Background: an optimization exercise with open tools, aiming at small area. Do not read the settings as production practice. At most, simulation tests tie the RTL to the original design; equivalence was not proved. No activity file was given, so power comes from the tool's default toggle rates.

Setup of before:
## match_recovery_top
module match_recovery_top (
    input  logic        i_clk,
    input  logic        i_rst,
    input  logic [3:0]  i_tag_valid,
    input  logic [79:0] i_tag,   
    output logic [3:0]  o_pass_en,
    output logic [3:0]  o_discard_en,
    output logic [3:0]  o_judge_finish
);
Settings: LEC_CHECK=0, ABC_AREA=1, CAP_MARGIN=0, CORE_MARGIN=2, CORE_UTILIZATION=40, CTS_CLUSTER_DIAMETER=100, CTS_CLUSTER_SIZE=30, SLEW_MARGIN=0; clock period 5.0 ns.
standard.sh (not shown) runs the stock make flow with config.mk's settings and CLKGATE_MAP_FILE= SYNTH_SCRIPT=/design/flow/synth_recipe.tcl, a recipe that flattens the netlist after the stock synthesis.
==> flow/flow/run.sh <==
#!/bin/bash
# The standard layout (standard.sh) with these changes:
#  - synthesis is synth_recipe.tcl unchanged, except that ABC maps the logic
#    with an area script (flow/synth_nf.tcl, flow/abc_nf.script)
#  - port buffers use the smallest buffer cell (BUFFER_PORTS_ARGS)
#  - clock tree synthesis runs without dummy loads (CTS_ARGS)
# Each tool's output goes to ORFS's per-step logs under orfs/logs; make's own
# output goes to flow_make.log here.
set -euo pipefail
export FLOW_WORK="$PWD"
export BUFFER_PORTS_ARGS="-buffer_cell sky130_fd_sc_hd__buf_1"
export CTS_ARGS="-sink_clustering_enable -repair_clock_nets -sink_clustering_size 30 -sink_clustering_max_diameter 100 -dont_use_dummy_load -root_buf sky130_fd_sc_hd__clkbuf_8"
sed "s#SYNTH_SCRIPT=[^ ]*synth_recipe.tcl#SYNTH_SCRIPT=$PWD/flow/synth_nf.tcl#" standard.sh > standard_nf.sh
grep -q "SYNTH_SCRIPT=$PWD/flow/synth_nf.tcl" standard_nf.sh
bash standard_nf.sh > flow_make.log 2>&1
==> flow/flow/abc_nf.script <==
strash
&get -n
&fraig -x
&put
scorr
dc2
strash
&get -n
&dch -f
&nf -R 1000
&put
==> flow/flow/synth_nf.tcl <==
# The standard synthesis (synth_recipe.tcl, sourced unchanged below) with one
# change: the ABC run that maps the combinational logic uses abc_nf.script, an
# area-oriented script (&nf mapper), in place of ORFS's abc_area.script.
# Flip-flops are mapped before ABC runs, so the registers are the same.
proc abc {args} {
  set i [lsearch -exact $args -script]
  if {$i >= 0 && [string match *abc_area.script [lindex $args [expr {$i + 1}]]]} {
    lset args [expr {$i + 1}] $::env(FLOW_WORK)/flow/abc_nf.script
  }
  yosys abc {*}$args
}
source $::env(FLOW_WORK)/synth_recipe.tcl
[flow] before | stages: complete | final checks: fail | reason: setup timing
Setup changes, before to after
--- a/flow/flow/run.sh
+++ b/flow/flow/run.sh
@@ -10,5 +10,5 @@
 export FLOW_WORK="$PWD"
 export BUFFER_PORTS_ARGS="-buffer_cell sky130_fd_sc_hd__buf_1"
-export CTS_ARGS="-sink_clustering_enable -repair_clock_nets -sink_clustering_size 30 -sink_clustering_max_diameter 100 -dont_use_dummy_load -root_buf sky130_fd_sc_hd__clkbuf_8"
+export CTS_ARGS="-sink_clustering_enable -repair_clock_nets -sink_clustering_size 30 -sink_clustering_max_diameter 100 -dont_use_dummy_load"
 sed "s#SYNTH_SCRIPT=[^ ]*synth_recipe.tcl#SYNTH_SCRIPT=$PWD/flow/synth_nf.tcl#" standard.sh > standard_nf.sh
 grep -q "SYNTH_SCRIPT=$PWD/flow/synth_nf.tcl" standard_nf.sh
[summary]
Between after and before, the part of the total power dissipated in combinational logic figures differ only marginally. Summary of after over before: final worst-path setup slack increased 83 ps, final-layout worst hold slack increased 25 ps. Every stage of after finished as expected; the final checks, on the other hand, flagged setup timing, which means the layout fails. Termination of the worst setup path: o_pass_en[3] -> before, o_discard_en[2] -> after.
No run of this note included a check of the RTL's function; only the layout flow was run.

---

Setup of 10-22:
The RTL this note starts from:
==> flow/design.v <==
package frer_pkg;
    localparam int NUM_PORTS  = 4;
    localparam int PORT_IDX_W = 2;
    localparam int SEQ_W    = 16;
    localparam int HANDLE_W = 4;
    localparam int NUM_STREAMS = 16;
    localparam logic [SEQ_W-1:0] INVALID_SEQ = '1;
    localparam logic [15:0] RESET_TICKS = 16'd50;
    typedef logic [NUM_PORTS-1:0] port_mask_t;   
    typedef struct packed {
        logic [SEQ_W-1:0]    seq_num;   
        logic [HANDLE_W-1:0] handle;    
    } tag_info_t;
    typedef enum logic [1:0] {
        VERDICT_NONE    = 2'd0,   
        VERDICT_PASS    = 2'd1,
        VERDICT_DISCARD = 2'd2
    } verdict_e;
    typedef enum logic [1:0] {
        ST_IDLE   = 2'd0,
        ST_LOOKUP = 2'd1,
        ST_DECIDE = 2'd2,
        ST_REPORT = 2'd3
    } ctrl_state_e;
endpackage
`timescale 1ns/1ps
module match_recovery_top (
    input  logic        i_clk,
    input  logic        i_rst,
    input  logic [3:0]  i_tag_valid,
    input  logic [79:0] i_tag,   
    output logic [3:0]  o_pass_en,
    output logic [3:0]  o_discard_en,
    output logic [3:0]  o_judge_finish
);
    logic [1:0]  r_state;     
    logic [1:0]  r_grant;     
    logic [3:0]  r_pending;
    logic        r_found;     
    logic [1:0]  r_gi;        
    logic [19:0] r_tag [4];   
    logic [5:0]  r_time;      
    logic        r_vpass;
    logic        r_vdisc;
    wire       idle   = (r_state == 2'd0);
    wire       report = (r_state == 2'd3);
    wire [3:0] finish = report ? (4'b0001 << r_grant) : 4'b0000;
    logic [1:0] state_n;
    logic [1:0] grant_n;
    logic [3:0] pend_n;
    logic       found_n;
    logic [1:0] idx_n;
    logic [1:0] cand;
    always_comb begin
        if (i_rst) begin
            state_n = 2'd0;
            grant_n = 2'd3;
            pend_n  = 4'b0000;
        end else begin
            state_n = idle ? {1'b0, r_found} : r_state + 2'd1;
            grant_n = (idle && r_found) ? r_gi : r_grant;
            pend_n  = (r_pending & ~finish) | i_tag_valid;
        end
        found_n = 1'b0;
        idx_n   = grant_n;
        cand    = grant_n;
        for (int k = 1; k <= 4; k++) begin
            cand = grant_n + 2'(k);
            if (!found_n && pend_n[cand]) begin
                found_n = 1'b1;
                idx_n   = cand;
            end
        end
    end
    always_ff @(posedge i_clk) begin
        r_state   <= state_n;
        r_grant   <= grant_n;
        r_pending <= pend_n;
        r_found   <= found_n;
        r_gi      <= (state_n == 2'd0) ? idx_n : grant_n;
    end
    wire busy = r_state[0] ^ r_state[1];
    always_ff @(posedge i_clk) begin
        for (int p = 0; p < 4; p++) begin
            if (i_tag_valid[p] && !(busy && r_grant == 2'(p)))
                r_tag[p] <= i_tag[p*20 +: 20];
        end
    end
    always_ff @(posedge i_clk) begin
        if (i_rst) r_time <= 6'd0;
        else       r_time <= r_time + 6'd1;
    end
    wire [19:0] held = r_tag[r_gi];
    wire [19:0] cur  = (idle && i_tag_valid[r_gi]) ? i_tag[r_gi*20 +: 20] : held;
    wire        judging = !idle || r_found;
    wire [3:0]  h    = cur[3:0];
    wire [15:0] s    = cur[19:4];
    wire        sval = (s != 16'hffff);
    logic [15:0] s_seq [16];
    logic [5:0]  s_t   [16];
    logic [15:0] s_a;
    logic [15:0] s_q;
    wire [1:0] rot    = r_time[3:2] + {1'b0, (r_time[1:0] != 2'd0)};
    wire       at_tap = judging && (h[1:0] == 2'd0 - r_time[1:0]);
    wire [1:0] ti     = h[3:2] + rot;
    wire [15:0] e_seq = s_seq[{ti, 2'b00}];
    wire [5:0]  e_t   = s_t[{ti, 2'b00}];
    wire        e_a   = s_a[{ti, 2'b00}];
    wire        e_q   = s_q[{ti, 2'b00}];
    wire [5:0] g_i  = r_time - {4'd0, r_state};   
    wire [5:0] age  = g_i - e_t;                   
    wire       ta   = e_a | e_q | (age >= 6'd54);
    wire       eq   = (e_seq == s);
    wire       vpass = sval & (ta | ~eq);
    wire       vdisc = sval & ~ta & eq;
    wire       qnew  = ~e_a & (age == 6'd52);
    for (genvar i = 0; i < 16; i++) begin : g_slot
        localparam int J = (i + 15) % 16;   
        logic [15:0] nseq;
        logic [5:0]  nt;
        logic        na;
        logic        nq;
        if ((J % 4) == 0) begin : g_tap
            wire wr = at_tap && (ti == 2'(J / 4));
            assign nseq = (wr && sval)  ? s     : s_seq[J];
            assign nt   = (wr && vpass) ? g_i   : s_t[J];
            assign nq   = (wr && vpass) ? qnew  : s_q[J];
            assign na   = i_rst | (s_a[J] & ~(wr && vpass));
        end else if (J == 2 || J == 10) begin : g_scrub
            wire [5:0] a = r_time - s_t[J];
            assign nseq = s_seq[J];
            assign nt   = s_t[J];
            assign nq   = s_q[J];
            assign na   = i_rst | s_a[J] | (a[5:3] == 3'b111);
        end else begin : g_plain
            assign nseq = s_seq[J];
            assign nt   = s_t[J];
            assign nq   = s_q[J];
            assign na   = i_rst | s_a[J];
        end
        always_ff @(posedge i_clk) begin
            s_seq[i] <= nseq;
            s_t[i]   <= nt;
            s_a[i]   <= na;
            s_q[i]   <= nq;
        end
    end
    always_ff @(posedge i_clk) begin
        if (at_tap && !report) begin
            r_vpass <= vpass;
            r_vdisc <= vdisc;
        end
    end
    wire fpass = (at_tap && report) ? vpass : r_vpass;
    wire fdisc = (at_tap && report) ? vdisc : r_vdisc;
    assign o_judge_finish = finish;
    assign o_pass_en      = finish & {4{fpass}};
    assign o_discard_en   = finish & {4{fdisc}};
endmodule
make LEC_CHECK=0 ABC_AREA=1 CAP_MARGIN=20 CORE_MARGIN=2 CORE_UTILIZATION=40 SLEW_MARGIN=20 finish   # period 5.0 ns
run.sh (not shown) runs the stock make flow with config.mk's settings and CLKGATE_MAP_FILE= SYNTH_SCRIPT=/design/flow/synth_recipe.tcl, a recipe that flattens the netlist after the stock synthesis.
Stock flow here: none of the scripts above is used.
10-22: flow complete, layout not clean; failing: negative setup slack
What 03-25 does differently from 10-22 at the input level:
- setting CTS_BUF_LIST to sky130_fd_sc_hd__clkbuf_4 sky130_fd_sc_hd__clkbuf_8 for the first time
Notes after the runs:
- The final report for 03-25 shows a completed flow and a layout that fails verification, specifically negative setup slack.
- STATUS run=10-22 STAGES=ALL_DONE FINAL_CHECKS=FAILED CAUSE=negative setup slack
- Comparing 03-25 and 10-22, the higher portion of the clock cycle consumed by the worst path in the final layout is on 03-25.
- The lower via count of the first global-routing pass of 03-25 and 10-22 is in 10-22.
- The utilization of the core after routing in 03-25 sits 0.31 points above the value recorded for 10-22.
- Going from 10-22 to 03-25, power after layout comparable; slew at the pin with the worst max-slew slack moved down.
- Power per cell area, 03-25 and 10-22: smaller value in 03-25
- From 10-22 to 03-25 the numbers moved as follows: routed wire length now sits higher, proportion of final cell area spent on non-clock buffers now sits at about the same level, cell count now sits higher, area growth from synthesis to layout now sits higher, die area now sits at about the same level.
Function was not checked in any run of this note: the RTL went through the layout flow alone.

---

== north ==
Another version of the RTL of match_recovery_top (not shown whole).
For scale: about 1200 cells after synthesis.
clock: 5.0 ns
lec_check: 0
abc_area: 1
cap_margin: 20
core_margin: 2
core_utilization: 40
cts_cluster_diameter: 100
cts_cluster_size: 30
slew_margin: 20
standard.sh (not shown) runs the stock make flow with config.mk's settings and CLKGATE_MAP_FILE= SYNTH_SCRIPT=/design/flow/synth_recipe.tcl, a recipe that flattens the netlist after the stock synthesis.
==> flow/flow/run.sh <==
#!/bin/bash
# The standard layout (standard.sh) with these changes:
#  - synthesis is synth_recipe.tcl unchanged, except that ABC maps the logic
#    with an area script (flow/synth_nf.tcl, flow/abc_nf.script)
#  - port buffers use the smallest buffer cell (BUFFER_PORTS_ARGS)
#  - clock tree synthesis runs without dummy loads (CTS_ARGS)
# Each tool's output goes to ORFS's per-step logs under orfs/logs; make's own
# output goes to flow_make.log here.
set -euo pipefail
export FLOW_WORK="$PWD"
export BUFFER_PORTS_ARGS="-buffer_cell sky130_fd_sc_hd__buf_1"
export CTS_ARGS="-sink_clustering_enable -repair_clock_nets -sink_clustering_size 30 -sink_clustering_max_diameter 100 -dont_use_dummy_load"
sed "s#SYNTH_SCRIPT=[^ ]*synth_recipe.tcl#SYNTH_SCRIPT=$PWD/flow/synth_nf.tcl#" standard.sh > standard_nf.sh
grep -q "SYNTH_SCRIPT=$PWD/flow/synth_nf.tcl" standard_nf.sh
bash standard_nf.sh > flow_make.log 2>&1
==> flow/flow/abc_nf.script <==
strash
&get -n
&fraig -x
&put
scorr
dc2
strash
&get -n
&dch -f
&nf -R 1000
&put
topo
stime -c
buffer -c
upsize -c
dnsize -c
Scripts as last shown in full above: flow/flow/synth_nf.tcl
[inputs] south vs north
==> flow/flow/abc_nf.script <==
strash
&get -n
&fraig -x
&put
scorr
dc2
strash
&get -n
&dch -f
&nf -R 1000
&put
Results
| final worst-path setup slack | south vs north | better |
Critical path depth on south is down relative to north.
south ended with less synthesized cell count than north.
Diff north -> south: share of power burned in combinational logic fell 0.3 points, largest incremental delay on the critical path rose 70 ps, hold slack fell 3.9 ps, sequential fraction of the synthesis area rose 1.4 points.
#### Input delta (east over south)
Settings: setting GPL_TIMING_DRIVEN to 0 for the first time.
Notes after the runs:
- east: flow completed, timing, DRC and antenna clean
- Going from south to east, total power went down, power in combinational cells went down, global-route usage did not really move, first-iteration DRC count went down.
Modified inputs, west compared to east
Settings: a change of SLEW_MARGIN from 20 to 0; a deleted GPL_TIMING_DRIVEN that had been 0; a change of CAP_MARGIN from 20 to 0.
Notes after the runs:
Largest stage delay on the critical path is lower on west. Comparing east and west, clock power share is higher on east. Between east and west, the number of gates resized after cts is higher for east.

---

== run 1 ==
match_recovery_top, a different RTL version from the one above (not shown whole).
For scale: about 490 flip-flops, roughly 98 I/O pins, ~0.016 mm2 of cells after synthesis.
clock: 5.0 ns
lec_check: 0
abc_area: 1
cap_margin: 20
core_margin: 2
core_utilization: 40
slew_margin: 20
run.sh (not shown) runs the stock make flow with config.mk's settings and CLKGATE_MAP_FILE= SYNTH_SCRIPT=/design/flow/synth_recipe.tcl, a recipe that flattens the netlist after the stock synthesis.
Stock flow here: none of the scripts above is used.
Setup changes, run 1 to run 2
==> flow/flow/run.sh (new file) <==
#!/bin/bash
# The standard layout (the standard.sh, unchanged synthesis and steps) with
# two arguments passed through ORFS's own variables:
#  - port buffers use the smallest buffer cell instead of the default choice
#  - clock tree synthesis runs without dummy loads
# Each tool's output goes to ORFS's per-step logs under orfs/logs; make's own
# output goes to flow_make.log here.
set -euo pipefail
export BUFFER_PORTS_ARGS="-buffer_cell sky130_fd_sc_hd__buf_1"
export CTS_ARGS="-sink_clustering_enable -repair_clock_nets -sink_clustering_size 30 -sink_clustering_max_diameter 100 -dont_use_dummy_load"
bash standard.sh > flow_make.log 2>&1
==> flow/standard.sh (new file) <==
#!/bin/bash
# synth_recipe.tcl (not shown) runs the flow's synth.tcl, then flattens the netlist and writes it again
# the make line also repeats each setting of config.mk as NAME=value (left out here)
make -C /OpenROAD-flow-scripts/flow DESIGN_CONFIG=/design/flow/config.mk WORK_HOME=/design/flow/orfs CLKGATE_MAP_FILE= SYNTH_SCRIPT=/design/flow/synth_recipe.tcl "${@:-finish}"
--- a/flow/config.mk
+++ b/flow/config.mk
@@ -10,3 +10,5 @@
 export CORE_MARGIN = 2
-export CORE_UTILIZATION = 40
+export CORE_UTILIZATION = 65
+export CTS_CLUSTER_DIAMETER = 100
+export CTS_CLUSTER_SIZE = 30
 export SLEW_MARGIN = 20
removed: flow/run.sh
Number of buffers added for setup after CTS, run 2 and run 1: lower on run 2. In the flow results for run 2 and run 1, the total power of the final layout is smaller on run 2. Of run 2 and run 1, the higher logic gate share of total power belongs to run 2. Relative to run 1, slew of the pin with the lowest slew margin has increased by 0.14 ns in run 2.
> inputs changed (run 2 -> run 3)
--- a/flow/config.mk
+++ b/flow/config.mk
@@ -10,3 +10,3 @@
 export CORE_MARGIN = 2
-export CORE_UTILIZATION = 65
+export CORE_UTILIZATION = 40
 export CTS_CLUSTER_DIAMETER = 100
Results
Clock share of power ends up lower on run 2. Compared with run 2, in run 3 number of well taps now larger; maximum frequency now larger. For via count, run 2 and run 3 come out practically identical. Compared to run 2, run 3 leaves more free space in the core. Re worst hold slack: run 3 is 0.012 ns down on run 2. Taking run 2 as the reference point, the routed wirelength normalized by instance count of run 3 falls by 5.7%. Global-route wire length before repair for run 3: 2800 um up relative to run 2. ~same share of total power consumed by net switching in run 3 and run 2. Wire: run 3 routes more than run 2.
> inputs changed (run 3 -> run 4)
==> flow/run.sh (new file) <==
#!/bin/bash
# synth_recipe.tcl (not shown) runs the flow's synth.tcl, then flattens the netlist and writes it again
# the make line also repeats each setting of config.mk as NAME=value (left out here)
make -C /OpenROAD-flow-scripts/flow DESIGN_CONFIG=/design/flow/config.mk WORK_HOME=/design/flow/orfs CLKGATE_MAP_FILE= SYNTH_SCRIPT=/design/flow/synth_recipe.tcl finish
removed: flow/flow/run.sh
removed: flow/standard.sh
--- outcome ---
Run comparison: run 3 launch point of the critical path r_time[0]; run 4 launch point of the critical path r_ti[2]. Compared with run 3, in run 4 initial antenna violation count now sits at about the same level; worst hold slack now sits higher; routed wire length now sits higher; power consumption now sits higher.

==> what the ideal ports hide <==
Ports are ideal in the flow. The routed layouts listed here were re-timed in OpenROAD.
Step 1: set_driving_cell puts a clkbuf_16 on i_clk and a buf_2 on each other input, an assumption about the parent block.
Step 2, shift: input delay + t, output delay - t, t = (earliest + latest rising clock arrival at the registers) / 2. This alone moves slack from input paths to output paths.
Three values: ideal ports, drivers, drivers and shift; two values: the first two.
run	shift t [ns]	setup WS [ns]	latest minus earliest clock arrival (ns)
before	0.628	-0.614 / -0.659 / -0.031	0.102 / 0.102
after	0.563	-0.532 / -0.579 / -0.016	0.078 / 0.078
10-22	0.605	-0.882 / -0.915 / -0.899	0.020 / 0.020
03-25	0.631	-1.005 / -1.032 / -1.032	0.031 / 0.031
north	0.576	0.139 / 0.086 / 0.444	0.053 / 0.052
south	0.569	0.182 / 0.133 / 0.343	0.065 / 0.065
east	0.573	0.059 / 0.009 / 0.259	0.068 / 0.067
west	0.564	0.195 / 0.145 / 0.470	0.098 / 0.099
run 1	0.609	0.170 / 0.121 / 0.674	0.024 / 0.024
run 2	0.557	0.239 / 0.189 / 0.595	0.053 / 0.053
run 3	0.582	0.324 / 0.275 / 0.643	0.047 / 0.047
run 4	0.601	0.217 / 0.167 / 0.618	0.028 / 0.027
For 03-25, which loses most, drivers alone change the setup slack by -0.027 ns; drivers and shift together by -0.027 ns.
